Source: an optimization exercise on an open RTL-to-GDS flow (aim: small area and a short achievable clock period). Production flows keep margins and buffers that such runs may drop. The RTL was checked by simulation tests, not by an equivalence proof against the original design. The flow treats the clock pin as an ideal source. Dropping or thinning the clock tree relies on that and would not hold on a real chip. Power and IR drop assume default switching activity.

## flow/flow/run.sh

```bash
#!/bin/bash
# Own flow: the standard layout (standard.sh, standard synthesis) with
# these changes to how the layout is made:
#  - the ports are buffered with buf_2 cells (the default picks a slow delay
#    cell for them);
#  - CTS clusters up to 30 sinks per leaf buffer and inserts no dummy loads;
set -euo pipefail
cat >> config.mk <<EOC
export BUFFER_PORTS_ARGS = -buffer_cell sky130_fd_sc_hd__buf_2
export CTS_ARGS = -sink_clustering_enable -repair_clock_nets -sink_clustering_size 30 -sink_clustering_max_diameter 100 -dont_use_dummy_load
export PRE_CTS_TCL = $PWD/flow/noroot_cts.tcl
EOC
bash standard.sh > flow_make.log 2>&1
```

## flow/flow/noroot_cts.tcl

```tcl
rename clock_tree_synthesis my_tritoncts

proc my_is_clkbuf {inst} {
  return [string match "sky130_fd_sc_hd__clkbuf_*" [[$inst getMaster] getName]]
}

proc my_out_net {inst} {
  foreach it [$inst getITerms] {
    if {[$it isOutputSignal]} { return [$it getNet] }
  }
  return "NULL"
}

proc my_loads {net} {
  set loads {}
  foreach it [$net getITerms] {
    if {[$it isInputSignal]} { lappend loads $it }
  }
  return $loads
}

proc my_drop_root_buffer {} {
  set block [ord::get_db_block]
  set clk [$block findNet clk_i]
  set loads [my_loads $clk]
  if {[llength $loads] != 1} { return }
  set root [[lindex $loads 0] getInst]
  if {![my_is_clkbuf $root]} { return }
  set rnet [my_out_net $root]
  set sub [my_loads $rnet]
  if {[llength $sub] > 4} { return }
  foreach s $sub {
    if {![my_is_clkbuf [$s getInst]]} { return }
  }
  foreach s $sub {
    $s disconnect
    $s connect $clk
  }
  foreach o [$root getITerms] { $o disconnect }
  odb::dbInst_destroy $root
  odb::dbNet_destroy $rnet
  puts "my_drop_root_buffer: clk_i now drives [llength $sub] clock buffers"
}

proc clock_tree_synthesis {args} {
  my_tritoncts {*}$args
  my_drop_root_buffer
}
```

## flow/standard.sh

```bash
#!/bin/bash
# synth_recipe.tcl (not shown) runs the flow's synth.tcl, then flattens the netlist and writes it again
# the make line also repeats each setting of config.mk as NAME=value (left out here)
make -C /OpenROAD-flow-scripts/flow DESIGN_CONFIG=/design/flow/config.mk WORK_HOME=/design/flow/orfs CLKGATE_MAP_FILE= SYNTH_SCRIPT=/design/flow/synth_recipe.tcl "${@:-finish}"
```

## flow/config.mk

```make
export PLATFORM = sky130hd
export DESIGN_NAME = mem_link_responder
export DESIGN_NICKNAME = mem_link_responder
export VERILOG_FILES = /design/flow/design.v
export SDC_FILE = /design/flow/constraint.sdc
export NUM_CORES = 4
export LEC_CHECK = 0
export ABC_CLOCK_PERIOD_IN_PS = 2000
export CAP_MARGIN = 20
export CORE_MARGIN = 2
export CORE_UTILIZATION = 40
export SETUP_SLACK_MARGIN = 3.3
export SLEW_MARGIN = 20
export TNS_END_PERCENT = 30
export BUFFER_PORTS_ARGS = -buffer_cell sky130_fd_sc_hd__buf_2
export CTS_ARGS = -sink_clustering_enable -repair_clock_nets -sink_clustering_size 30 -sink_clustering_max_diameter 100 -dont_use_dummy_load
export PRE_CTS_TCL = /design/flow/flow/noroot_cts.tcl
```

## flow/constraint.sdc

```tcl
create_clock -name core_clock -period 5.2 [get_ports {clk_i}]
set_input_delay 1.0400 -clock core_clock [delete_from_list [all_inputs] [get_ports {clk_i}]]
set_output_delay 1.0400 -clock core_clock [all_outputs]
set_load 0.01 [all_outputs]
```

## flow/design.v

```verilog
package mem_link_pkg;
  localparam int LINK_W    = 68;
  localparam int DATA_W    = 64;
  localparam int V_BIT     = 64;
  localparam int LAST_BIT  = 65;
  localparam int READY_BIT = 66;
  localparam int RSVD_BIT  = 67;
  typedef struct packed {
    logic              rsvd;
    logic              ready_and;
    logic              last;
    logic              v;
    logic [DATA_W-1:0] data;
  } mem_link_t;
  typedef enum logic [3:0] {
    OP_READ  = 4'h0,
    OP_WRITE = 4'h1,
    OP_UNSUP = 4'hF
  } mem_op_e;
  typedef struct packed {
    logic [35:0] rsvd;
    logic [7:0]  id;
    logic [3:0]  len;
    logic [11:0] addr;
    logic [3:0]  opcode;
  } mem_hdr_t;
endpackage
import mem_link_pkg::*;
module mem_link_word_ram #(
  parameter int DEPTH = 16
) (
  input  logic              clk_i,
  input  logic              clr_i,
  input  logic              we_i,
  input  logic [DEPTH-1:0]  pos_i,
  input  logic [DEPTH-1:0]  pos_nxt_i,
  input  logic [DATA_W-1:0] wdata_i,
  output logic [DATA_W-1:0] rdata_o
);
  localparam int HALF = DEPTH / 2;
  logic [DATA_W-1:0] ring_q [DEPTH];
  logic [DEPTH-1:0]  vld_q, vld_d, vld_x;
  logic [DEPTH-1:0]  rsel_q;
  logic [DATA_W-1:0] wbuf1_q, wbuf2_q;
  logic [HALF-1:0]   sel1_q, sel2a_q, sel2_q;
  logic              use1_q;
  logic [HALF-1:0]   ins_s;
  logic [DATA_W-1:0] ins_data_s;
  logic              odd_s;
  always_comb begin
    odd_s = 1'b0;
    for (int k = 0; k < HALF; k++) begin
      ins_s[k] = sel1_q[k] | sel2_q[k];
      odd_s    = odd_s | pos_i[2*k+1];
    end
  end
  assign ins_data_s = use1_q ? wbuf1_q : wbuf2_q;
  always_ff @(posedge clk_i) begin
    for (int k = 0; k < HALF; k++) begin
      ring_q[2*k]   <= ins_s[k] ? ins_data_s : ring_q[2*k+1];
      ring_q[2*k+1] <= ring_q[(2*k+2) % DEPTH];
    end
    wbuf1_q <= wdata_i;
    wbuf2_q <= wbuf1_q;
  end
  always_comb begin
    for (int k = 0; k < HALF; k++) begin
      vld_x[2*k]   = ins_s[k] | vld_q[2*k+1];
      vld_x[2*k+1] = vld_q[(2*k+2) % DEPTH];
    end
  end
  assign vld_d = vld_x & {DEPTH{~clr_i}};
  always_ff @(posedge clk_i) begin
    vld_q <= vld_d;
    for (int p = 0; p < DEPTH; p++) begin
      rsel_q[p] <= pos_nxt_i[(p+DEPTH-1) % DEPTH] & vld_x[p];
    end
  end
  always_ff @(posedge clk_i) begin
    if (clr_i) begin
      sel1_q  <= '0;
      sel2a_q <= '0;
      sel2_q  <= '0;
      use1_q  <= 1'b0;
    end else begin
      for (int k = 0; k < HALF; k++) begin
        sel1_q[k]  <= we_i & pos_i[2*k+1];
        sel2a_q[k] <= we_i & pos_i[(2*k+2) % DEPTH];
      end
      sel2_q <= sel2a_q;
      use1_q <= we_i & odd_s;
    end
  end
  always_comb begin
    rdata_o = '0;
    for (int p = 0; p < DEPTH; p++) begin
      rdata_o = rdata_o | ({DATA_W{rsel_q[p]}} & ring_q[p]);
    end
  end
endmodule
import mem_link_pkg::*;
module mem_link_responder #(
  parameter int DEPTH = 16
) (
  input  logic              clk_i,
  input  logic              reset_n_i,
  input  logic [LINK_W-1:0] mem_fwd_link_i,
  output logic [LINK_W-1:0] mem_fwd_link_o,
  output logic [LINK_W-1:0] mem_rev_link_o
);
  localparam int AW = (DEPTH > 1) ? $clog2(DEPTH) : 1;
  logic st_idle_q, st_rx_q, st_drain_q, st_txh_q, st_txd_q;
  logic st_idle_d, st_rx_d, st_drain_d, st_txh_d, st_txd_d;
  logic rdy_en_q;
  logic is_rd_q, is_wr_q;
  logic [3:0]    len_q;
  logic [7:0]    id_q;
  logic [3:0]    rem_q;
  logic          rz_q, r1_q;
  logic [DEPTH-1:0] pos_q, pos_d;
  logic [AW-1:0]    base_q, base_d;
  logic [3:0]       blo_oh_q, bhi_oh_q;
  logic [3:1]       bge_q;
  logic [DEPTH-1:0] hdr_pos_s;
  logic              fwd_rdy_q;
  logic              rev_v_q, rev_last_q;
  logic [DATA_W-1:0] rev_data_q;
  logic              fwd_v_s, fwd_last_s, rev_ready_s;
  logic [DATA_W-1:0] fwd_data_s, rdata_s;
  mem_link_pkg::mem_hdr_t hdr_s;
  logic              unused_s;
  logic hdr_take_s, in_rd_s, in_wr_s, in_oth_s;
  logic rx_take_s, rem_zero_s, we_s;
  logic drain_done_s, rx_done_s;
  logic rev_take_s, ld_mem_s, hold_s;
  logic ld_hdr_in_s, ld_hdr_st_s;
  assign fwd_v_s     = mem_fwd_link_i[V_BIT];
  assign fwd_last_s  = mem_fwd_link_i[LAST_BIT];
  assign rev_ready_s = mem_fwd_link_i[READY_BIT];
  assign fwd_data_s  = mem_fwd_link_i[DATA_W-1:0];
  assign hdr_s       = mem_link_pkg::mem_hdr_t'(fwd_data_s);
  assign unused_s    = ^{mem_fwd_link_i[RSVD_BIT], hdr_s.rsvd, hdr_s.addr[11:AW]};
  assign in_rd_s     = (hdr_s.opcode == OP_READ);
  assign in_wr_s     = (hdr_s.opcode == OP_WRITE);
  assign in_oth_s    = ~in_rd_s & ~in_wr_s;
  assign rem_zero_s  = rz_q;
  assign hdr_take_s   = st_idle_q & rdy_en_q & fwd_v_s;
  assign rx_take_s    = st_rx_q & fwd_v_s;
  assign we_s         = rx_take_s;
  assign rx_done_s    = rx_take_s & rem_zero_s;
  assign drain_done_s = st_drain_q & fwd_v_s & fwd_last_s;
  assign rev_take_s   = (st_txh_q | st_txd_q) & rev_ready_s;
  mem_link_word_ram #(
    .DEPTH (DEPTH)
  ) u_ram (
    .clk_i   (clk_i),
    .clr_i   (~reset_n_i),
    .we_i    (we_s),
    .pos_i   (pos_q),
    .pos_nxt_i (pos_d),
    .wdata_i (fwd_data_s),
    .rdata_o (rdata_s)
  );
  always_comb begin
    st_idle_d  = st_idle_q & ~hdr_take_s;
    st_rx_d    = st_rx_q & ~rx_done_s;
    st_drain_d = st_drain_q & ~drain_done_s;
    st_txh_d   = st_txh_q & ~rev_ready_s;
    st_txd_d   = st_txd_q & ~(rev_ready_s & rem_zero_s);
    if (hdr_take_s) begin
      if (in_wr_s) begin
        st_rx_d = 1'b1;
      end else if (in_rd_s || fwd_last_s) begin
        st_txh_d = 1'b1;
      end else begin
        st_drain_d = 1'b1;
      end
    end
    if (rx_done_s || drain_done_s) begin
      st_txh_d = 1'b1;
    end
    if (st_txh_q && rev_ready_s) begin
      if (is_rd_q) begin
        st_txd_d = 1'b1;
      end else begin
        st_idle_d = 1'b1;
      end
    end
    if (st_txd_q && rev_ready_s && rem_zero_s) begin
      st_idle_d = 1'b1;
    end
  end
  assign ld_mem_s    = rev_take_s & ((st_txh_q & is_rd_q) | (st_txd_q & ~rem_zero_s));
  assign hold_s      = (st_txh_q | st_txd_q) & ~rev_ready_s;
  assign ld_hdr_in_s = hdr_take_s & (in_rd_s | (in_oth_s & fwd_last_s));
  assign ld_hdr_st_s = rx_done_s | drain_done_s;
  always_ff @(posedge clk_i) begin
    if (!reset_n_i) begin
      st_idle_q  <= 1'b1;
      st_rx_q    <= 1'b0;
      st_drain_q <= 1'b0;
      st_txh_q   <= 1'b0;
      st_txd_q   <= 1'b0;
      rdy_en_q   <= 1'b0;
    end else begin
      st_idle_q  <= st_idle_d;
      st_rx_q    <= st_rx_d;
      st_drain_q <= st_drain_d;
      st_txh_q   <= st_txh_d;
      st_txd_q   <= st_txd_d;
      rdy_en_q   <= 1'b1;
    end
  end
  assign base_d = reset_n_i ? base_q - AW'(1) : '0;
  always_ff @(posedge clk_i) begin
    base_q   <= base_d;
    blo_oh_q <= 4'(1) << base_d[1:0];
    bhi_oh_q <= 4'(1) << base_d[3:2];
    for (int k = 1; k < 4; k++) begin
      bge_q[k] <= (base_d[1:0] >= 2'(k));
    end
  end
  always_comb begin
    logic [3:0] alo_oh, ahi_oh, slo, x, shi;
    logic       c;
    alo_oh = 4'(1) << hdr_s.addr[1:0];
    ahi_oh = 4'(1) << hdr_s.addr[3:2];
    c = 1'b0;
    for (int i = 1; i < 4; i++) begin
      c = c | (alo_oh[i] & bge_q[4-i]);
    end
    for (int j = 0; j < 4; j++) begin
      slo[j] = 1'b0;
      x[j]   = 1'b0;
      for (int i = 0; i < 4; i++) begin
        slo[j] = slo[j] | (alo_oh[i] & blo_oh_q[(j-i) & 3]);
        x[j]   = x[j] | (ahi_oh[i] & bhi_oh_q[(j-i) & 3]);
      end
    end
    for (int j = 0; j < 4; j++) begin
      shi[j] = c ? x[(j+3) & 3] : x[j];
    end
    for (int p = 0; p < DEPTH; p++) begin
      hdr_pos_s[p] = slo[p & 3] & shi[p >> 2];
    end
  end
  always_comb begin
    if (st_idle_q) begin
      pos_d = hdr_pos_s;
    end else if (rx_take_s || ld_mem_s) begin
      pos_d = pos_q;
    end else begin
      pos_d = {pos_q[0], pos_q[DEPTH-1:1]};
    end
  end
  always_ff @(posedge clk_i) begin
    pos_q <= pos_d;
  end
  always_ff @(posedge clk_i) begin
    if (st_idle_q) begin
      is_rd_q <= in_rd_s;
      is_wr_q <= in_wr_s;
      len_q   <= hdr_s.len;
      id_q    <= hdr_s.id;
    end
  end
  always_ff @(posedge clk_i) begin
    if (st_idle_q) begin
      rem_q <= hdr_s.len;
      rz_q  <= (hdr_s.len == 4'd0);
      r1_q  <= (hdr_s.len == 4'd1);
    end else if (rx_take_s || (ld_mem_s && st_txd_q)) begin
      rem_q <= rem_q - 4'd1;
      rz_q  <= r1_q;
      r1_q  <= (rem_q == 4'd2);
    end
  end
  logic [DATA_W-1:0] hdr_in_s, hdr_st_s;
  assign hdr_in_s = {36'd0, hdr_s.id, hdr_s.len, 12'd0, in_rd_s ? 4'h0 : 4'hF};
  assign hdr_st_s = {36'd0, id_q, len_q, 12'd0, is_wr_q ? 4'h1 : 4'hF};
  always_ff @(posedge clk_i) begin
    if (!reset_n_i) begin
      fwd_rdy_q  <= 1'b0;
      rev_v_q    <= 1'b0;
      rev_last_q <= 1'b0;
      rev_data_q <= '0;
    end else begin
      fwd_rdy_q  <= st_idle_d | st_rx_d | st_drain_d;
      rev_v_q    <= st_txh_d | st_txd_d;
      if (!hold_s) begin
        rev_last_q <= (ld_hdr_in_s & ~in_rd_s) | ld_hdr_st_s |
                      (ld_mem_s & (st_txh_q ? rz_q : r1_q));
        rev_data_q <= ({DATA_W{ld_mem_s}} & rdata_s) |
                      ({DATA_W{ld_hdr_in_s}} & hdr_in_s) |
                      ({DATA_W{ld_hdr_st_s}} & hdr_st_s);
      end
    end
  end
  always_comb begin
    mem_fwd_link_o            = '0;
    mem_fwd_link_o[READY_BIT] = fwd_rdy_q;
    mem_rev_link_o            = '0;
    mem_rev_link_o[DATA_W-1:0] = rev_data_q;
    mem_rev_link_o[V_BIT]      = rev_v_q;
    mem_rev_link_o[LAST_BIT]   = rev_last_q;
  end
endmodule
```

==> results.json, run 1 <==
{
  "synthToLayoutAreaGrowth_pct": 11.33,
  "hold_path.class": "reg2reg",
  "viasPerCell": 5.719,
  "seq_area_frac_synth_pct": 65.05,
  "syn_area_per_cell_um2": 10.97,
  "core-area_um2": 102000,
  "grtUsageTotal_pct": 23.39,
  "async_reset_ff_share_pct": 0,
  "slowest_stage": "dfxtp_2",
  "grt_max_degree": 73,
  "die_w_um": 325.3,
  "p_leak_uw": 0.01724,
  "synth_area_leaders": "dfxtp_1 (64%), a21oi_1 (6.4%), a221oi_1 (5.1%)",
  "p_int_uw": 12430,
  "nets": 3870,
  "hp-start": "u_ram.ring_q[10][40]",
  "syn_area_um2": 41300,
  "finalHoldViolCount": 0,
  "ctsHoldBuffers": 0,
  "path_buf_inv": 1,
  "rrSetupSlack_ps": 3210,
  "fin_crit_ps": 2002,
  "gp_congestion": 0.7714,
  "grt_pass1_vias": 27800,
  "relSlewSlack_pct": 26.74,
  "p_sw_share_pct": 21.72,
  "worstMarginPinSlew_ps": 1099,
  "synthCells": 3765,
  "start_kind": "flop",
  "synth_top_area_share_pct": 63.60,
  "combPwrFrac_pct": 3.4,
  "drt-initial-drc-count": 3015,
  "port_buffers": 135,
  "arrival_ps": 960,
  "clkTransAtPathRegs_ps": 110,
  "end_kind": "output pin",
  "die_area_um2": 105800,
  "antenna_found_initial": 6,
  "grt_pass1_wl_um": 187000,
  "wl_per_cell_um": 24.90,
  "ant_nets": 0,
  "critPathMaxStageDelay_ps": 350,
  "p_clk_share_pct": 29.7,
  "reg2reg_from": "u_ram.sel1_q[1]",
  "path_cells": "buf_6",
  "synth_edf_count": 20,
  "required_ps": 4160,
  "finClkSkew_ps": 50.60,
  "synth-main-ff-cell": "dfxtp_1",
  "cp_top_family": "flip-flops",
  "firstDrtPassIters": 6,
  "fp.dieH_um": 325.3,
  "period_share_pct": 38.49,
  "tns_ps": 0,
  "rr_endpoint": "u_ram.rsel_q[2]",
  "fillers": 9546,
  "clock.fmax_mhz": 499.6,
  "synth_top_cell_by_area": "dfxtp_1",
  "drcViolationCount": 0,
  "layout-drive-gt1-share_pct": 12.36,
  "pwr-share-seq_pct": 66.9,
  "power_switching_uw": 3448,
  "clock-sinks": 1332,
  "outcome": "complete, no violations",
  "critPathKind": "reg2out",
  "drv_slew": 0,
  "path_max_fanout": 2,
  "rsz0062_at_grt": "yes",
  "ys_types": 54,
  "grt-ovfl-total": 0,
  "drv_cap": 0,
  "setup_viol": 0,
  "pin_count": 206,
  "yosysWarnings": 3,
  "ir_drop_uv": 279.8,
  "dpl.hpwl_um": 61610,
  "initial_core_util_pct": 40.47,
  "worstHoldEndpoint": "u_ram.ring_q[9][40]",
  "synth_seq_cells": 1332,
  "whs_path_depth": 0,
  "dr_total_vias": 29533,
  "p_per_area_nw_per_um2": 345.4,
  "routed_wl_um": 128600,
  "rows": 117,
  "p_total_uw": 15880,
  "r2r_cells": 4,
  "insertion_delay_ps": 480
}
==> area by class of cell <==
type | instances | area, µm² | area share (%)
antenna | 1 | 2.502 | 0.005443
clock buffer | 50 | 1251 | 2.722
inverter | 23 | 86.33 | 0.1878
multi-input combinational | 2137 | 13390 | 29.12
sequential | 1332 | 27000 | 58.73
tap | 1368 | 1712 | 3.723
timing repair buffer | 253 | 2537 | 5.519
==> cells by family (layout without fill, tap and decap cells) <==
group / Yosys count / in the layout / share of synthesized area (%)
flip-flops: 1332 / 1332 / 65.05
other: 1 / 70 / 0.009081
multiplexers: 100 / 100 / 2.581
buffers and inverters: 373 / 326 / 4.336
AO/OA/AOI/OAI: 1192 / 1194 / 19.76
AND/OR/NAND/NOR: 760 / 767 / 8.080
adder cells (fa/ha/maj): 3 / 3 / 0.09090
XOR/XNOR: 4 / 4 / 0.08485
==> worst max path at each step <==
stage                        from                    to  slack [ps]  depth (start not counted)
5_1_grt           u_ram.sel2_q[6]  u_ram.ring_q[12][45]        3170                          4
2_1_floorplan   mem_fwd_link_i[4]             pos_q[12]        3000                          5
3_5_place_dp   mem_fwd_link_i[66]        rev_data_q[16]        2230                          5
4_1_cts            rev_data_q[15]    mem_rev_link_o[15]        3170                          1
3_3_place_gp   mem_fwd_link_i[66]        rev_data_q[19]        2230                          5
6_report           rev_data_q[63]    mem_rev_link_o[63]        3200                          1
==> timing repair <==
| action | 4_1_cts | 5_1_grt |
|---|---|---|
| setup endpoints to repair | 607 | 227 |
| buffers inserted | 56 | 25 |
| resized for setup | 112 | 117 |
| cloned | 10 | 0 |
| pin swaps | 9 | 6 |
==> cell usage in the layout, fill, tap and decap left out, types with 4 or more instances in the layout <==
cell	synthesis	routed
clkbuf_16	0	50
nor2b_1	62	62
edfxtp_1	20	20
mux2i_1	83	44
buf_4	72	61
nand3_1	29	28
and2_1	35	35
buf_8	0	5
dfxtp_2	0	49
mux2_4	3	8
a221oi_2	0	4
a22o_1	228	228
buf_12	0	36
o21ai_1	15	13
a22oi_1	108	108
a31oi_1	4	4
a221oi_1	239	235
nor2_1	532	531
or2_2	9	7
dfxtp_4	0	19
o22ai_1	17	17
o21ai_0	22	21
buf_6	2	62
dfxtp_1	1312	1244
conb_1	1	69
nand2_1	25	24
nand4_1	48	48
mux2i_4	0	13
buf_16	0	5
inv_1	22	21
mux2i_2	4	30
o32ai_1	16	14
or2_4	0	9
a21oi_1	525	525
buf_2	84	83
==> layer usage <==
layer  track usage (%)  part of all wire [%]
met4             7.216                   2.9
met3             3.031                   7.5
met5                 0                0.0054
met2             37.46                    45
met1             32.80                    44
==> synthesized netlist by cell type (3+ instances only) <==
master and n:
inv_1 22, nor4_1 3, o221a_1 3, and2_1 35, and3_1 4, nor3_1 3
buf_1 33, o22ai_1 17, clkbuf_1 159, a21oi_1 525, nand3_1 29, nand4_1 48
o21ai_0 22, a22oi_1 108, nor2_1 532, dfxtp_1 1312, or2_2 9, mux2_2 7
o21ai_1 15, a221oi_1 239, buf_2 84, mux2_4 3, nor2b_1 62, a21boi_0 3
o32ai_1 16, a31oi_1 4, a22o_1 228, buf_4 72, mux2i_2 4, or2_1 3
edfxtp_1 20, mux2i_1 83, nand2_1 25, ha_1 3
==> stage by stage <==
step                      hold slack (ps)  util [%]  std cells  cell area [µm²]  worst slack, ps
after floorplan                     330.5         -       3833            41660             3004
after global placement              332.7     41.84       5022            42690             2231
after detailed placement            335.6     41.84       5022            42690             2232
after CTS                           322.2     44.40       5138            45300             3170
after global routing                336.9     45.06       5163            45970             3172
final                               326.9     45.06       5164            45970             3198
==> state kept, by name, summed over array words and instances, names as in the netlist, 3 cells and up <==
signal and count:
u_ram.ring_q 1024, rev_data_q 64, u_ram.wbuf1_q 64, u_ram.wbuf2_q 64, pos_q 16, u_ram.rsel_q 16, u_ram.vld_q 16, id_q 8
u_ram.sel1_q 8, u_ram.sel2_q 8, u_ram.sel2a_q 8, bhi_oh_q 4, blo_oh_q 4, len_q 4, rem_q 4, base_q 3
bge_q 3
==> power by group through the flow <==
| stage | clock network (µW) | logic, µW | registers, µW |
|---|---|---|---|
| 2_1_floorplan | 0 | 371 | 10800 |
| 3_5_place_dp | 0 | 473 | 10800 |
| 5_1_grt | 5140 | 584 | 10700 |
| 6_report | 4710 | 536 | 10600 |
| 3_3_place_gp | 0 | 468 | 10800 |
| 4_1_cts | 4800 | 505 | 10600 |
==> inputs of run 2 (changes only) <==
--- a/flow/config.mk
+++ b/flow/config.mk
@@ -11,7 +11,7 @@
 export CORE_UTILIZATION = 40
 export SETUP_SLACK_MARGIN = 3.3
 export SLEW_MARGIN = 20
-export TNS_END_PERCENT = 30
+export TNS_END_PERCENT = 10
 export BUFFER_PORTS_ARGS = -buffer_cell sky130_fd_sc_hd__buf_2
 export CTS_ARGS = -sink_clustering_enable -repair_clock_nets -sink_clustering_size 30 -sink_clustering_max_diameter 100 -dont_use_dummy_load
 export PRE_CTS_TCL = /design/flow/flow/noroot_cts.tcl
==> run 2 against run 1 <==
First-iteration DRC count down 0.53%. Setup slack worse by 34 ps. Still clean. Combinational power down 3%. Register-to-register slack about the same. Critical endpoint is now mem_rev_link_o[6]. Non-clock buffer count down 7.
==> results.json, run 2 <==
{
  "grt-ovfl-total": 0,
  "multi_input_area_um2": 13280,
  "clkTransAtPathRegs_ps": 120,
  "ys_types": 54,
  "rsz0062_at_grt": "yes",
  "die_area_um2": 105800,
  "firstDrtPassIters": 5,
  "antenna_cells": 0,
  "finClkSkew_ps": 57.21,
  "viasPerCell": 5.662,
  "final_util_pct": 44.57,
  "end_kind": "output pin",
  "dr_total_vias": 29163,
  "async_reset_ff_share_pct": 0,
  "hold_path.class": "reg2reg",
  "critPathMaxStageDelay_ps": 410,
  "synth_area_leaders": "dfxtp_1 (64%), a21oi_1 (6.4%), a221oi_1 (5.1%)",
  "ant_nets": 0,
  "slowest_stage": "dfxtp_4",
  "initial_core_util_pct": 40.47,
  "routed_wl_um": 125300,
  "synth_common_cells": "dfxtp_1 (1312), nor2_1 (532), a21oi_1 (525)",
  "synthCells": 3765,
  "syn_area_um2": 41300,
  "worstMarginPinSlew_ps": 1140,
  "fin_crit_ps": 2036,
  "p_per_area_nw_per_um2": 349.1,
  "drv_slew": 0,
  "wl_per_cell_um": 24.32,
  "path_buf_inv": 1,
  "ir_drop_uv": 290.9,
  "layout_common_cells": "dfxtp_1 (1287), nor2_1 (530), a21oi_1 (524)",
  "grt_pass1_wl_um": 180900,
  "critPathKind": "reg2out",
  "finalHoldViolCount": 0,
  "final_area_um2": 45470,
  "drv_cap": 0,
  "insertion_delay_ps": 480,
  "die_w_um": 325.3,
  "arrival_ps": 1000,
  "nets": 3858,
  "synth_top_cell_by_area": "dfxtp_1",
  "path_max_fanout": 2,
  "syn_area_per_cell_um2": 10.97,
  "largest_reg_flops": 1024,
  "setup_viol": 0,
  "clock.fmax_mhz": 491.3,
  "synth_edf_count": 20,
  "required_ps": 4160,
  "port_buffers": 135,
  "tns_ps": 0,
  "synth.most_common_cell": "dfxtp_1",
  "ctsHoldBuffers": 0,
  "path_cells": "buf_2",
  "layout-drive-gt1-share_pct": 10.89,
  "synthToLayoutAreaGrowth_pct": 10.11,
  "top_register": "u_ram.ring_q",
  "period_share_pct": 39.15,
  "cp_top_family": "flip-flops",
  "seqCellArea_um2": 26950,
  "grtUsageTotal_pct": 22.40,
  "fp.dieH_um": 325.3,
  "clock-sinks": 1332,
  "pin_count": 206,
  "antenna_found_initial": 3,
  "synth_top_area_share_pct": 63.60,
  "r2r_cells": 3,
  "p_leak_uw": 0.01712,
  "synth-main-ff-cell": "dfxtp_1",
  "gp_congestion": 0.7766,
  "whs_path_depth": 0,
  "postPlaceCellArea_um2": 42650,
  "outcome": "complete, no violations",
  "start_kind": "flop",
  "relSlewSlack_pct": 23.98,
  "synth_seq_cells": 1332,
  "crit_cells": 1,
  "grt_max_degree": 83,
  "drcViolationCount": 0,
  "rows": 117,
  "holdWs_ps": 289.2,
  "final_common_cell": "dfxtp_1",
  "grt_pass1_vias": 27536,
  "drt-initial-drc-count": 2999,
  "seq_area_frac_synth_pct": 65.05,
  "yosysWarnings": 3,
  "fillers": 9595,
  "core-area_um2": 102000,
  "dpl.hpwl_um": 62830
}
run 2: worst paths after layout:
path | end | slack [ps] | start
setup / recovery | mem_rev_link_o[6] | 3160 | rev_data_q[6]
hold / removal | u_ram.ring_q[7][35] | 290 | u_ram.ring_q[8][35]
setup reg to reg | rem_q[3] | 3200 | st_idle_q
hold reg to reg | u_ram.ring_q[7][35] | 290 | u_ram.ring_q[8][35]
run 2: cell families (layout without fill, tap and decap cells):
kind of cell,after synthesis,in the layout,synth area share [%]
multiplexers,100,100,2.581
other,1,69,0.009081
XOR/XNOR,4,4,0.08485
adder cells (fa/ha/maj),3,3,0.09090
AND/OR/NAND/NOR,760,763,8.080
flip-flops,1332,1332,65.05
AO/OA/AOI/OAI,1192,1193,19.76
buffers and inverters,373,319,4.336
run 2: cell type report:
class / instances / share of cell area, %
flip-flops and latches: 1332 / 59.26
multi-input cells: 2132 / 29.20
clock buffers: 50 / 2.751
well taps: 1368 / 3.764
repair buffers: 246 / 4.834
inverters: 23 / 0.1899
run 2: where the power goes:
group	internal, µW	switching (µW)
clock network	1740	2990
logic	201	321
registers	10500	149
total	12400	3460
run 2: layer usage:
layer  track usage [%]  up-vias  share of wire (%)
li1                  -    13376                  -
met1             31.61    14352                 44
met2             35.84     1265                 45
met3             2.933      170                7.8
met4             6.461        0                2.7
met5                 0        -                  0
run 2: stage by stage:
stage	setup slack (ps)	instances	total power (µW)
CTS	3137	5098	15920
global placement	2218	5024	11310
finish	3164	5151	15880
global route	3121	5151	16380
detailed placement	2192	5024	11320
floorplan	3004	3833	11180
run 2: timing repair:
action | in CTS | in global routing
gates cloned | 4 | 3
setup endpoints to repair | 559 | 354
pin swaps | 2 | 7
hold endpoints to repair | 0 | 0
buffers inserted | 20 | 50
resized for setup | 70 | 75
==> inputs of run 3 (changes only) <==
--- a/flow/design.v
+++ b/flow/design.v
@@ -43,7 +43,7 @@
   logic [DEPTH-1:0]  rsel_q;
   logic [DATA_W-1:0] wbuf1_q, wbuf2_q;
   logic [HALF-1:0]   sel1_q, sel2a_q, sel2_q;
-  logic              use1_q;
+  logic              use1_q, use2_q;
   logic [HALF-1:0]   ins_s;
   logic [DATA_W-1:0] ins_data_s;
   logic              odd_s;
@@ -54,7 +54,7 @@
       odd_s    = odd_s | pos_i[2*k+1];
     end
   end
-  assign ins_data_s = use1_q ? wbuf1_q : wbuf2_q;
+  assign ins_data_s = ({DATA_W{use1_q}} & wbuf1_q) | ({DATA_W{use2_q}} & wbuf2_q);
   always_ff @(posedge clk_i) begin
     for (int k = 0; k < HALF; k++) begin
       ring_q[2*k]   <= ins_s[k] ? ins_data_s : ring_q[2*k+1];
@@ -82,6 +82,7 @@
       sel2a_q <= '0;
       sel2_q  <= '0;
       use1_q  <= 1'b0;
+      use2_q  <= 1'b0;
     end else begin
       for (int k = 0; k < HALF; k++) begin
         sel1_q[k]  <= we_i & pos_i[2*k+1];
@@ -89,6 +90,7 @@
       end
       sel2_q <= sel2a_q;
       use1_q <= we_i & odd_s;
+      use2_q <= |sel2a_q;
     end
   end
   always_comb begin
@@ -278,24 +280,28 @@
   logic [DATA_W-1:0] hdr_in_s, hdr_st_s;
   assign hdr_in_s = {36'd0, hdr_s.id, hdr_s.len, 12'd0, in_rd_s ? 4'h0 : 4'hF};
   assign hdr_st_s = {36'd0, id_q, len_q, 12'd0, is_wr_q ? 4'h1 : 4'hF};
+  logic hold_r, ld_mem_r, ld_hdr_in_r, ld_hdr_st_r;
+  assign hold_r      = hold_s & reset_n_i;
+  assign ld_mem_r    = ld_mem_s & reset_n_i;
+  assign ld_hdr_in_r = ld_hdr_in_s & reset_n_i;
+  assign ld_hdr_st_r = ld_hdr_st_s & reset_n_i;
   always_ff @(posedge clk_i) begin
     if (!reset_n_i) begin
       fwd_rdy_q  <= 1'b0;
       rev_v_q    <= 1'b0;
-      rev_last_q <= 1'b0;
-      rev_data_q <= '0;
     end else begin
       fwd_rdy_q  <= st_idle_d | st_rx_d | st_drain_d;
       rev_v_q    <= st_txh_d | st_txd_d;
-      if (!hold_s) begin
-        rev_last_q <= (ld_hdr_in_s & ~in_rd_s) | ld_hdr_st_s |
-                      (ld_mem_s & (st_txh_q ? rz_q : r1_q));
-        rev_data_q <= ({DATA_W{ld_mem_s}} & rdata_s) |
-                      ({DATA_W{ld_hdr_in_s}} & hdr_in_s) |
-                      ({DATA_W{ld_hdr_st_s}} & hdr_st_s);
-      end
     end
   end
+  always_ff @(posedge clk_i) begin
+    rev_last_q <= (hold_r & rev_last_q) | (ld_hdr_in_r & ~in_rd_s) | ld_hdr_st_r |
+                  (ld_mem_r & (st_txh_q ? rz_q : r1_q));
+    rev_data_q <= ({DATA_W{hold_r}} & rev_data_q) |
+                  ({DATA_W{ld_mem_r}} & rdata_s) |
+                  ({DATA_W{ld_hdr_in_r}} & hdr_in_s) |
+                  ({DATA_W{ld_hdr_st_r}} & hdr_st_s);
+  end
   always_comb begin
     mem_fwd_link_o            = '0;
     mem_fwd_link_o[READY_BIT] = fwd_rdy_q;
--- a/flow/config.mk
+++ b/flow/config.mk
@@ -9,7 +9,7 @@
 export CAP_MARGIN = 20
 export CORE_MARGIN = 2
 export CORE_UTILIZATION = 40
-export SETUP_SLACK_MARGIN = 3.3
+export SETUP_SLACK_MARGIN = 3.4
 export SLEW_MARGIN = 20
 export TNS_END_PERCENT = 10
 export BUFFER_PORTS_ARGS = -buffer_cell sky130_fd_sc_hd__buf_2
==> run 3 against run 2 <==
Still clean on timing, DRC and antenna. Fmax grew 0.34%. Combinational power fell by 18%. Sequential power barely moved. Sequential cell count is 1 higher. Synthesized cell count decreased by 2.0%. Global-route usage increased by 1.8 points. Clock-buffer cell count unchanged. Highest routed layer is now met5.
==> results.json, run 3 <==
{
  "ir_drop_uv": 255.1,
  "grt_pass1_wl_um": 189900,
  "initial_core_util_pct": 40.29,
  "rsz0062_at_grt": "yes",
  "worstMarginPinSlew_ps": 1075,
  "fp.dieH_um": 323.9,
  "drt-initial-drc-count": 3210,
  "final_common_cell": "dfxtp_1",
  "setup_viol": 0,
  "ys_types": 50,
  "syn_area_per_cell_um2": 11.09,
  "rows": 117,
  "finalHoldViolCount": 0,
  "grt_pass1_vias": 27884,
  "power_switching_uw": 3431,
  "critPathKind": "reg2out",
  "synth_edf_count": 20,
  "drv_slew": 0,
  "core-area_um2": 101600,
  "layout_common_cells": "dfxtp_1 (1264), nor2_1 (548), a21oi_1 (517)",
  "synth_xor_area_share_pct": 0.08559,
  "p_sw_share_pct": 21.66,
  "dpl.hpwl_um": 64240,
  "final_util_pct": 45.25,
  "synth.most_common_cell": "dfxtp_1",
  "cp_top_family": "flip-flops",
  "synth_compound_area_share_pct": 21.17,
  "pwr-share-seq_pct": 67.2,
  "synth_top_family_by_area": "compound AO/OA/AOI/OAI gates",
  "synth_top_area_share_pct": 64.22,
  "ant_nets": 0,
  "largest_reg_flops": 1024,
  "synth-main-ff-cell": "dfxtp_1",
  "synth_fa_ha_area_share_pct": 0.09170,
  "holdWs_ps": 306.4,
  "nets": 3839,
  "period_share_pct": 39.01,
  "antenna_found_initial": 9,
  "start_kind": "flop",
  "relSlewSlack_pct": 28.36,
  "drv_cap": 0,
  "port_buffers": 135,
  "synth_seq_cells": 1333,
  "top_register": "u_ram.ring_q",
  "yosysWarnings": 3,
  "fillers": 9406,
  "grt_max_degree": 77,
  "ctsHoldBuffers": 0,
  "synthCells": 3691,
  "layout-drive-gt1-share_pct": 12.89,
  "finClkSkew_ps": 104.5,
  "tns_ps": 0,
  "p_per_area_nw_per_um2": 344.6,
  "fin_crit_ps": 2029,
  "syn_area_um2": 40930,
  "grtUsageTotal_pct": 24.24,
  "gp_congestion": 0.7723,
  "combPwrFrac_pct": 2.7,
  "seq_area_frac_synth_pct": 65.68,
  "path_max_fanout": 2,
  "synthSimpleGateAreaFrac_pct": 7.428,
  "slowest_stage": "dfxtp_4",
  "synth_common_cells": "dfxtp_1 (1313), nor2_1 (550), a21oi_1 (519)",
  "die_w_um": 323.9,
  "critPathMaxStageDelay_ps": 410,
  "p_leak_uw": 0.01764,
  "viasPerCell": 5.823,
  "firstDrtPassIters": 6,
  "dr_total_vias": 29901,
  "path_buf_inv": 1,
  "async_reset_ff_share_pct": 0,
  "wl_per_cell_um": 26.52,
  "arrival_ps": 990,
  "clock.fmax_mhz": 493.0,
  "end_kind": "output pin",
  "synth_top_cell_by_area": "dfxtp_1",
  "synth_area_leaders": "dfxtp_1 (64%), a22o_1 (6.5%), a21oi_1 (6.3%)",
  "insertion_delay_ps": 500,
  "synthMuxAreaShare_pct": 1.024,
  "synthToLayoutAreaGrowth_pct": 12.32,
  "drcViolationCount": 0,
  "routed_wl_um": 136200,
  "p_int_uw": 12410,
  "outcome": "complete, no violations",
  "pin_count": 206,
  "die_area_um2": 104900,
  "clkTransAtPathRegs_ps": 120,
  "p_clk_share_pct": 30.1,
  "clock-sinks": 1333,
  "required_ps": 4160,
  "hold_path.class": "reg2reg",
  "path_cells": "buf_6",
  "grt-ovfl-total": 0
}
run 3: changes by cell type in the layout (fill, tap and decap cells not counted), sizes merged, moves of 16 or more:
cell and delta:
a22oi -43, o21ai -28, a22o +78, nand2 +21
nand4 +16, nor2b -63, and2 -21, a221oi +17
nand3 -26, mux2i -65, buf +41, nor2 +18
run 3: stage by stage:
step	std cells	setup slack (ps)	cell area (µm²)	total power, µW
finish	5135	3171	45970	15840
global route	5132	3147	45970	16290
CTS	5095	3161	45370	15880
detailed placement	4952	1890	42220	11210
global placement	4952	1910	42220	11200
floorplan	3759	3005	41200	11110
run 3: final timing paths:
kind / startpoint / end / slack, ps / cells past startpoint
hold / removal: u_ram.ring_q[0][16] / u_ram.ring_q[15][16] / 310 / 0
hold reg to reg: u_ram.ring_q[0][16] / u_ram.ring_q[15][16] / 310 / 0
setup / recovery: rev_data_q[7] / mem_rev_link_o[7] / 3170 / 1
setup reg to reg: u_ram.rsel_q[15] / rev_data_q[27] / 3230 / 6
run 3: what timing repair did:
action                                  in CTS  in global routing
pin swaps                                   25                 15
endpoints found under the setup margin     585                567
cloned                                      13                 11
setup buffers                               80                 26
gates resized for setup                    142                 53
run 3: power by group through the flow:
stage	Clock (µW)	Combinational, µW	Sequential (µW)
floorplan	0	285	10800
global placement	0	336	10900
detailed placement	0	346	10900
CTS	4830	416	10600
global route	5150	468	10700
finish	4770	426	10600
run 3: kinds of logic (layout without fill, tap and decap cells):
group                    Yosys count  in the layout
multiplexers                      36             36
AND/OR/NAND/NOR                  726            738
buffers and inverters            373            366
XOR/XNOR                           4              4
AO/OA/AOI/OAI                   1215           1215
flip-flops                      1333           1333
other                              1             72
adder cells (fa/ha/maj)            3              3
run 3: area by class of cell:
| type | count | area [µm²] | share of cell area [%] |
|---|---|---|---|
| Antenna cell | 3 | 7.507 | 0.01633 |
| Sequential cell | 1333 | 27010 | 58.76 |
| Clock buffer | 50 | 1251 | 2.722 |
| Inverter | 23 | 96.34 | 0.2096 |
| Multi-Input combinational cell | 2065 | 12820 | 27.88 |
| Tap cell | 1368 | 1712 | 3.723 |
| Timing Repair Buffer | 293 | 3079 | 6.698 |
run 3: per-layer routing:
| layer | vias to the layer above | part of all wire, % | wire length, µm | GRT usage, % |
|---|---|---|---|---|
| li1 | 13369 | - | - | - |
| met1 | 14888 | 43 | 58190 | 33.22 |
| met2 | 1359 | 45 | 61130 | 39.30 |
| met3 | 277 | 8.5 | 11570 | 3.528 |
| met4 | 8 | 3.9 | 5259 | 7.881 |
| met5 | - | 0.037 | 51 | 0 |
run 3: worst register-to-register path: cells and delay by family (launching register included):
| family | cells | cell delay (ps) |
|---|---|---|
| compound gates | 3 | 890 |
| buf+inv | 1 | 210 |
| flops | 1 | 380 |
| simple gates | 2 | 420 |
==> inputs of run 4 (changes only) <==
--- a/flow/config.mk
+++ b/flow/config.mk
@@ -9,7 +9,8 @@
 export CAP_MARGIN = 20
 export CORE_MARGIN = 2
 export CORE_UTILIZATION = 40
-export SETUP_SLACK_MARGIN = 3.4
+export PLACE_DENSITY = 0.7
+export SETUP_SLACK_MARGIN = 3.3
 export SLEW_MARGIN = 20
 export TNS_END_PERCENT = 10
 export BUFFER_PORTS_ARGS = -buffer_cell sky130_fd_sc_hd__buf_2
==> run 4 against run 3 <==
Still clean. Clock power down 1%. Global-route usage down 1.2 points. Hold slack better by 3.5 ps. Critical path type unchanged. Highest routed layer unchanged.
==> results.json, run 4 <==
{
  "p_int_uw": 12400,
  "grt_pass1_wl_um": 182000,
  "holdWs_ps": 310.0,
  "routed_wl_um": 129900,
  "place_ws_ps": 2247,
  "p_sw_share_pct": 21.36,
  "grt_max_degree": 88,
  "nets": 3799,
  "fp.dieH_um": 323.9,
  "core-area_um2": 101600,
  "clock-sinks": 1333,
  "fin_crit_ps": 2050,
  "synth_edf_count": 20,
  "slowest_stage": "dfxtp_4",
  "required_ps": 4160,
  "ir_drop_uv": 262.4,
  "arrival_ps": 1010,
  "finalHoldViolCount": 0,
  "clock.fmax_mhz": 487.7,
  "start_kind": "flop",
  "setup_viol": 0,
  "whs_path_depth": 0,
  "synth_area_leaders": "dfxtp_1 (64%), a22o_1 (6.5%), a21oi_1 (6.3%)",
  "gp_congestion": 0.8194,
  "synth_common_cells": "dfxtp_1 (1313), nor2_1 (550), a21oi_1 (519)",
  "hold_path.class": "reg2reg",
  "p_clk_share_pct": 29.9,
  "grtUsageTotal_pct": 22.99,
  "yosysWarnings": 3,
  "firstDrtPassIters": 6,
  "p_total_uw": 15770,
  "finClkSkew_ps": 78.56,
  "ant_nets": 0,
  "drcViolationCount": 0,
  "ctsHoldBuffers": 0,
  "viasPerCell": 5.882,
  "layout-drive-gt1-share_pct": 11.28,
  "antenna_found_initial": 6,
  "synth-main-ff-cell": "dfxtp_1",
  "path_buf_inv": 1,
  "dpl.hpwl_um": 62600,
  "wl_per_cell_um": 25.49,
  "drv_slew": 0,
  "end_kind": "output pin",
  "ys_types": 50,
  "layout_setup_ws_ps": 3150,
  "die_area_um2": 104900,
  "r2r_cells": 4,
  "critPathMaxStageDelay_ps": 420,
  "pwr-share-seq_pct": 67.5,
  "synthCells": 3691,
  "top_register": "u_ram.ring_q",
  "dr_total_vias": 29970,
  "worstMarginPinSlew_ps": 1136,
  "relSlewSlack_pct": 24.28,
  "synth_seq_cells": 1333,
  "rows": 117,
  "synthToLayoutAreaGrowth_pct": 11.06,
  "p_per_area_nw_per_um2": 347.0,
  "layout_common_cells": "dfxtp_1 (1287), nor2_1 (548), a21oi_1 (517)",
  "initial_core_util_pct": 40.29,
  "drt-initial-drc-count": 3777,
  "crit_cells": 1,
  "grt_pass1_vias": 28153,
  "rsz0062_at_grt": "yes",
  "synth.most_common_cell": "dfxtp_1",
  "tns_ps": 0,
  "outcome": "complete, no violations",
  "insertion_delay_ps": 470,
  "power_switching_uw": 3369,
  "syn_area_um2": 40930,
  "path_cells": "buf_6",
  "clkTransAtPathRegs_ps": 110,
  "async_reset_ff_share_pct": 0,
  "p_leak_uw": 0.01738,
  "critPathKind": "reg2out",
  "syn_area_per_cell_um2": 11.09,
  "seq_area_frac_synth_pct": 65.68,
  "path_max_fanout": 2,
  "synth_top_area_share_pct": 64.22,
  "grt-ovfl-total": 0,
  "cp_top_family": "flip-flops",
  "largest_reg_flops": 1024,
  "drv_cap": 0,
  "pin_count": 206,
  "period_share_pct": 39.43,
  "die_w_um": 323.9,
  "synth_top_cell_by_area": "dfxtp_1",
  "final_common_cell": "dfxtp_1",
  "port_buffers": 135,
  "combPwrFrac_pct": 2.7
}
run 4: changes by cell type in the layout (fill, tap and decap cells not counted), sizes merged:
cell	previous run	this run
inv	21	22
clkbuf	55	52
or2	21	19
clkinvlp	2	1
buf	283	246
bufbuf	5	7
run 4: power by group through the flow:
stage	logic (µW)	registers, µW	clock network (µW)
2_1_floorplan	285	10800	0
3_3_place_gp	332	10900	0
3_5_place_dp	342	10900	0
4_1_cts	404	10600	4720
5_1_grt	460	10700	5080
6_report	418	10600	4710
run 4: what timing repair did:
| action | 4_1_cts | 5_1_grt |
|---|---|---|
| gates cloned | 12 | 9 |
| hold endpoints to repair | 0 | 0 |
| resized for setup | 104 | 50 |
| setup endpoints to repair | 670 | 565 |
| setup buffers | 53 | 21 |
| pin swaps | 19 | 14 |
run 4: area by class of cell:
cell class | count | area, µm²
antenna | 3 | 7.507
clock buffer | 50 | 1251
fill | 9279 | 56140
inverter | 23 | 92.59
multi-input combinational | 2063 | 12770
sequential | 1333 | 26970
tap | 1368 | 1712
timing repair buffer | 255 | 2648
run 4: final timing paths:
| path | startpoint | end | slack, ps |
|---|---|---|---|
| max | rev_data_q[7] | mem_rev_link_o[7] | 3150 |
| min | u_ram.ring_q[0][43] | u_ram.ring_q[15][43] | 310 |
| max reg2reg | u_ram.rsel_q[15] | rev_data_q[8] | 3200 |
| min reg2reg | u_ram.ring_q[0][43] | u_ram.ring_q[15][43] | 310 |
run 4: metal layers:
metal | wire [µm] | GRT usage, % | share of wire, %
met1 | 52960 | 31.22 | 41
met2 | 58940 | 37.28 | 45
met3 | 13590 | 4.121 | 10
met4 | 4373 | 6.986 | 3.4
met5 | 26 | 0 | 0.020
run 4: logic make-up (layout without fill, tap and decap cells):
kind of cell | Yosys count | after routing | synth area share [%]
flops | 1333 | 1333 | 65.68
compound gates | 1215 | 1215 | 21.17
simple gates | 726 | 736 | 7.428
buf+inv | 373 | 328 | 4.509
mux | 36 | 36 | 1.024
xor+xnor | 4 | 4 | 0.08561
fa+ha+maj | 3 | 3 | 0.09171
other cells | 1 | 72 | 0.009162
run 4: stage by stage:
| stage | cells | utilization, % | area [µm²] |
|---|---|---|---|
| detailed placement | 4947 | 41.52 | 42180 |
| floorplan | 3759 | - | 41200 |
| finish | 5095 | 44.74 | 45460 |
| CTS | 5062 | 44.25 | 44950 |
| global route | 5092 | 44.74 | 45450 |
| global placement | 4947 | 41.52 | 42180 |
==> inputs of run 5 (changes only) <==
--- a/flow/config.mk
+++ b/flow/config.mk
@@ -9,7 +9,7 @@
 export CAP_MARGIN = 20
 export CORE_MARGIN = 2
 export CORE_UTILIZATION = 40
-export PLACE_DENSITY = 0.7
+export PLACE_DENSITY = 0.5
 export SETUP_SLACK_MARGIN = 3.3
 export SLEW_MARGIN = 20
 export TNS_END_PERCENT = 10
==> run 5 against run 4 <==
Register-to-register slack got worse by 20 ps. Cell area barely moved. Critical path depth did not move. Die area did not move. Via count fell by 2.9%. Hold slack improved by 5.2 ps. Final cell count barely moved. Wire length rose by 6.2%. Sequential cell count did not move. Setup slack improved by 11 ps.
==> results.json, run 5 <==
{
  "yosysWarnings": 3,
  "ant_nets": 0,
  "path_buf_inv": 1,
  "top_register": "u_ram.ring_q",
  "ys_types": 50,
  "layout_common_cells": "dfxtp_1 (1284), nor2_1 (548), a21oi_1 (517)",
  "slowest_stage": "dfxtp_4",
  "rrSetupSlack_ps": 3180,
  "p_total_uw": 15830,
  "synth.most_common_cell": "dfxtp_1",
  "finalHoldViolCount": 0,
  "synth_seq_cells": 1333,
  "drv_slew": 0,
  "drv_cap": 0,
  "p_leak_uw": 0.01736,
  "port_buffers": 135,
  "synth_area_leaders": "dfxtp_1 (64%), a22o_1 (6.5%), a21oi_1 (6.3%)",
  "grtUsageTotal_pct": 25.56,
  "rsz0062_at_grt": "yes",
  "fillers": 9588,
  "grt_pass1_vias": 27760,
  "synthMuxAreaShare_pct": 1.024,
  "finClkSkew_ps": 75.82,
  "relSlewSlack_pct": 25.07,
  "arrival_ps": 1000,
  "rows": 117,
  "clock-sinks": 1333,
  "path_max_fanout": 2,
  "dr_total_vias": 29090,
  "synth_top_area_share_pct": 64.22,
  "p_per_area_nw_per_um2": 348.2,
  "insertion_delay_ps": 490,
  "worstMarginPinSlew_ps": 1124,
  "synthSimpleGateAreaFrac_pct": 7.428,
  "setup_viol": 0,
  "syn_area_um2": 40930,
  "initial_core_util_pct": 40.29,
  "antenna_found_initial": 4,
  "grt_pass1_wl_um": 196900,
  "die_w_um": 323.9,
  "routed_wl_um": 138000,
  "tns_ps": 0,
  "syn_area_per_cell_um2": 11.09,
  "synth_top_cell_by_area": "dfxtp_1",
  "synthToLayoutAreaGrowth_pct": 11.04,
  "synth_common_cells": "dfxtp_1 (1313), nor2_1 (550), a21oi_1 (519)",
  "critPathKind": "reg2out",
  "clkTransAtPathRegs_ps": 110,
  "clock.fmax_mhz": 490.3,
  "required_ps": 4160,
  "period_share_pct": 39.22,
  "critPathMaxStageDelay_ps": 410,
  "grt_max_degree": 107,
  "layout-drive-gt1-share_pct": 11.61,
  "die_area_um2": 104900,
  "wl_per_cell_um": 27.06,
  "end_kind": "output pin",
  "synth_compound_area_share_pct": 21.17,
  "start_kind": "flop",
  "cp_top_family": "flip-flops",
  "ctsHoldBuffers": 0,
  "fp.dieH_um": 323.9,
  "hold_path.class": "reg2reg",
  "path_cells": "buf_6",
  "nets": 3804,
  "core-area_um2": 101600,
  "final_common_cell": "dfxtp_1",
  "gp_congestion": 0.7611,
  "pin_count": 206,
  "firstDrtPassIters": 6,
  "outcome": "complete, no violations",
  "ir_drop_uv": 237.4,
  "largest_reg_flops": 1024,
  "synth_top_family_by_area": "compound AO/OA/AOI/OAI gates",
  "fin_crit_ps": 2040,
  "synthCells": 3691,
  "dpl.hpwl_um": 65690,
  "synth_edf_count": 20,
  "viasPerCell": 5.705,
  "drcViolationCount": 0,
  "grt-ovfl-total": 0,
  "async_reset_ff_share_pct": 0,
  "seq_area_frac_synth_pct": 65.68,
  "drt-initial-drc-count": 2788,
  "final_util_pct": 44.74,
  "synth_fa_ha_area_share_pct": 0.09170,
  "synth_xor_area_share_pct": 0.08559,
  "synth-main-ff-cell": "dfxtp_1"
}
run 5: cell types whose count changed in the layout (fill, tap and decap cells not counted), moves of 4 or more:
| cell | change |
|---|---|
| a221oi_2 | -6 |
| buf_16 | -7 |
| a22oi_1 | -6 |
| a221oi_1 | +6 |
| buf_12 | +13 |
| buf_4 | +4 |
| a22oi_2 | +6 |
run 5: final timing paths:
kind	cells after the start	to	from
setup reg to reg	3	u_ram.ring_q[4][29]	u_ram.use1_q
setup / recovery	1	mem_rev_link_o[6]	rev_data_q[6]
hold / removal	0	u_ram.ring_q[7][2]	u_ram.ring_q[8][2]
hold reg to reg	0	u_ram.ring_q[7][2]	u_ram.ring_q[8][2]
run 5: layout make-up:
| class | count | area [µm²] | area share (%) |
|---|---|---|---|
| inverter | 23 | 90.09 | 0.1982 |
| antenna | 2 | 5.005 | 0.01101 |
| multi-input combinational | 2062 | 12800 | 28.17 |
| tap | 1368 | 1712 | 3.766 |
| clock buffer | 50 | 1251 | 2.753 |
| timing repair buffer | 261 | 2601 | 5.723 |
| sequential | 1333 | 26980 | 59.37 |
run 5: what timing repair did:
| action | in CTS | in global routing |
|---|---|---|
| gates resized for setup | 112 | 32 |
| pin swaps | 28 | 3 |
| endpoints found under the setup margin | 511 | 489 |
| setup buffers | 77 | 6 |
| gates cloned | 11 | 2 |
run 5: metal layers:
layer / share of wire (%) / up-vias / global-route usage, %
met2: 45 / 946 / 40.99
met1: 47 / 14684 / 37.25
met5: 0.014 / - / 0
met3: 5.7 / 160 / 2.778
li1: - / 13296 / -
met4: 2.0 / 4 / 5.185
run 5: worst reg2reg max path, cell delays in order, from the launching register on:
cell      delay [ps]
dfxtp_4          490
clkbuf_8         450
a22oi_1          780
a21oi_1          160
run 5: logic make-up after synthesis:
group,count (synthesis)
other,1
adders and majority gates,3
AOI/OAI and AO/OA,1215
xor gates and xnor gates,4
muxes,36
buffers and inverters,373
and+or+nand+nor,726
DFF,1333
run 5: power breakdown:
part	total [µW]	switching (µW)	internal [µW]	leakage [µW]
combinational	419	237	182	0.00587
sequential	10600	157	10500	0.0109
clock	4770	3030	1740	0.000616
total	15800	3420	12400	0.0174
run 5: through the flow:
step	instances	setup WS (ps)	instance area [µm²]	hold slack, ps
finish	5099	3160	45450	315.1
floorplan	3759	3005	41200	330.8
global placement	4949	1733	42220	333.3
detailed placement	4951	1997	42270	336.5
global route	5097	3118	45440	316.8
CTS	5089	3135	45220	302.7
==> inputs of run 6 (changes only) <==
--- a/flow/config.mk
+++ b/flow/config.mk
@@ -9,7 +9,6 @@
 export CAP_MARGIN = 20
 export CORE_MARGIN = 2
 export CORE_UTILIZATION = 40
-export PLACE_DENSITY = 0.5
 export SETUP_SLACK_MARGIN = 3.3
 export SLEW_MARGIN = 20
 export TNS_END_PERCENT = 10
==> run 6 against run 5 <==
Still clean. Wire length down 4.3%. Synthesized area unchanged. Final cell count down 0.41%. Core utilization down 0.23 points. Clock power about the same. Sequential cell count unchanged. Fmax down 0.50%. Register-to-register slack better by 20 ps. Critical path type unchanged. Critical endpoint is now mem_rev_link_o[8]. Largest power group unchanged.
==> results.json, run 6 <==
{
  "cp_top_family": "flip-flops",
  "dpl.hpwl_um": 64750,
  "p_per_area_nw_per_um2": 349.9,
  "grt-ovfl-total": 0,
  "ir_drop_uv": 261.5,
  "routed_wl_um": 132000,
  "p_int_uw": 12390,
  "path_cells": "buf_6",
  "combPwrFrac_pct": 2.8,
  "power_switching_uw": 3434,
  "grtUsageTotal_pct": 24.14,
  "whs_path_depth": 0,
  "critPathMaxStageDelay_ps": 410,
  "worstMarginPinSlew_ps": 1055,
  "pwr-share-seq_pct": 67.2,
  "ys_types": 50,
  "p_clk_share_pct": 30.0,
  "synth_common_cells": "dfxtp_1 (1313), nor2_1 (550), a21oi_1 (519)",
  "synth_area_leaders": "dfxtp_1 (64%), a22o_1 (6.5%), a21oi_1 (6.3%)",
  "drt-initial-drc-count": 3137,
  "final_cells": 5078,
  "clock-sinks": 1333,
  "gr-usage-met3_pct": 4.096,
  "layout_common_cells": "dfxtp_1 (1281), nor2_1 (548), a21oi_1 (517)",
  "largest_reg_flops": 1024,
  "yosysWarnings": 3,
  "hp-start": "u_ram.ring_q[8][5]",
  "fin_crit_ps": 2050,
  "end_kind": "output pin",
  "synth_xor_area_share_pct": 0.08559,
  "rsz0062_at_grt": "yes",
  "drcViolationCount": 0,
  "clkTransAtPathRegs_ps": 120,
  "nets": 3784,
  "critPathKind": "reg2out",
  "dpl.cell_count": 4950,
  "synthToLayoutAreaGrowth_pct": 10.46,
  "synth-main-ff-cell": "dfxtp_1",
  "dr_total_vias": 29529,
  "period_share_pct": 39.42,
  "synth_edf_count": 20,
  "final_common_cell": "dfxtp_1",
  "met2_usage_pct": 38.53,
  "fp.dieH_um": 323.9,
  "synth_fa_ha_area_share_pct": 0.09170,
  "ant_nets": 0,
  "synth_compound_area_share_pct": 21.17,
  "top_register": "u_ram.ring_q",
  "use_met1_pct": 33.69,
  "r2r_cells": 3,
  "layout-drive-gt1-share_pct": 11.03,
  "synth.most_common_cell": "dfxtp_1",
  "reg2reg_from": "u_ram.sel1_q[1]",
  "seq_area_frac_synth_pct": 65.68,
  "core-area_um2": 101600,
  "synth_top_area_share_pct": 64.22,
  "die_w_um": 323.9,
  "syn_area_um2": 40930,
  "finClkSkew_ps": 59.31,
  "start_kind": "flop",
  "arrival_ps": 1010,
  "startpoint": "rev_data_q[8]",
  "async_reset_ff_share_pct": 0,
  "finalHoldViolCount": 0,
  "gp_congestion": 0.7720,
  "path_max_fanout": 2,
  "die_area_um2": 104900,
  "grt_max_degree": 80,
  "port_buffers": 135,
  "drv_cap": 0,
  "p_sw_share_pct": 21.70,
  "crit_cells": 1,
  "initial_core_util_pct": 40.29,
  "antenna_found_initial": 3,
  "hold_path.class": "reg2reg",
  "outcome": "complete, no violations",
  "required_ps": 4160,
  "viasPerCell": 5.815,
  "rows": 117,
  "fillers": 9530,
  "clock.fmax_mhz": 487.8,
  "relSlewSlack_pct": 29.64,
  "synth_top_family_by_area": "compound AO/OA/AOI/OAI gates",
  "grt_pass1_wl_um": 188400,
  "synth_seq_cells": 1333,
  "synth_top_cell_by_area": "dfxtp_1",
  "wl_per_cell_um": 26.00,
  "grt_pass1_vias": 27922,
  "synthSimpleGateAreaFrac_pct": 7.428,
  "grt_busiest_layer": "met2",
  "synthMuxAreaShare_pct": 1.024,
  "setup_viol": 0,
  "firstDrtPassIters": 5,
  "synthCells": 3691,
  "tns_ps": 0,
  "drv_slew": 0,
  "pin_count": 206,
  "slowest_stage": "dfxtp_4",
  "insertion_delay_ps": 490,
  "path_buf_inv": 1,
  "syn_area_per_cell_um2": 11.09,
  "p_leak_uw": 0.01722
}
[run 6: what timing repair did]
action | 4_1_cts | 5_1_grt
gates cloned | 11 | 2
buffers inserted | 58 | 7
hold buffers | 0 | 0
resized for setup | 113 | 47
pin swaps | 21 | 3
endpoints found under the setup margin | 533 | 404
[run 6: worst paths after layout]
| check | to | slack (ps) |
|---|---|---|
| min reg2reg | u_ram.ring_q[7][5] | 310 |
| max reg2reg | u_ram.ring_q[2][0] | 3200 |
| max | mem_rev_link_o[8] | 3150 |
| min | u_ram.ring_q[7][5] | 310 |
[run 6: through the flow]
step | worst slack [ps] | utilization, % | power (µW) | hold slack [ps] | area, µm²
6_report | 3150 | 44.50 | 15820 | 313.5 | 45210
3_3_place_gp | 2165 | 41.55 | 11200 | 332.5 | 42210
5_1_grt | 3119 | 44.50 | 16280 | 311.0 | 45210
3_5_place_dp | 2177 | 41.55 | 11210 | 336.0 | 42210
2_1_floorplan | 3005 | - | 11110 | 330.8 | 41200
4_1_cts | 3112 | 44.24 | 15860 | 292.0 | 44950
[run 6: per-layer routing]
metal	part of all wire, %	up-vias
met2	45	1319
met1	44	14741
li1	-	13254
met4	2.9	4
met5	0.021	-
met3	8.3	211
[run 6: cell families after synthesis]
| group | count (synthesis) |
|---|---|
| muxes | 36 |
| xor gates and xnor gates | 4 |
| adders and majority gates | 3 |
| AOI/OAI and AO/OA | 1215 |
| buffers and inverters | 373 |
| other | 1 |
| DFF | 1333 |
| and+or+nand+nor | 726 |
[run 6: power groups by stage]
stage	sequential (µW)	clock (µW)	combinational, µW
after floorplan	10800	0	285
after global placement	10900	0	341
after detailed placement	10900	0	349
after CTS	10600	4790	427
after global routing	10700	5120	486
final	10600	4740	443
[run 6: layout make-up]
cell class	count	area, µm²	share of cell area (%)
sequential	1333	26990	59.70
antenna	1	2.502	0.005535
inverter	23	92.59	0.2048
clock buffer	49	1226	2.712
multi-input combinational	2062	12800	28.32
tap	1368	1712	3.786
timing repair buffer	242	2384	5.272

afterwards: timing with drivers on the ports:
How much do the figures lean on ideal ports? The routed layouts below were timed once more, with nothing changed but the port constraints.
Step 1 assumes that a clkbuf_16 drives the clock port and a buf_2 every other input.
Step 2 moves the port delays by t, midway between the first and last clock arrival at a register: inputs arrive t later, outputs are due t later. That takes back most of the time a late clock gives input paths.
Three values: ideal ports, drivers, drivers and shift; two values: the first two.
run	t (ns)	setup WS [ns]	clock arrival spread, ns	cell pins on the clock port's net
run 1	0.609	3.198 / 3.042 / 2.772	0.053 / 0.053	4
run 2	0.593	3.164 / 3.018 / 2.777	0.067 / 0.067	4
run 3	0.581	3.171 / 3.035 / 2.737	0.104 / 0.105	4
run 4	0.560	3.150 / 3.021 / 2.749	0.085 / 0.085	4
run 5	0.599	3.160 / 3.010 / 2.744	0.076 / 0.077	4
run 6	0.587	3.150 / 3.024 / 2.727	0.061 / 0.061	4
After both steps setup and hold are still met in every run listed. For run 3, which loses most, drivers alone change the setup slack by -0.136 ns; drivers and shift together by -0.434 ns.
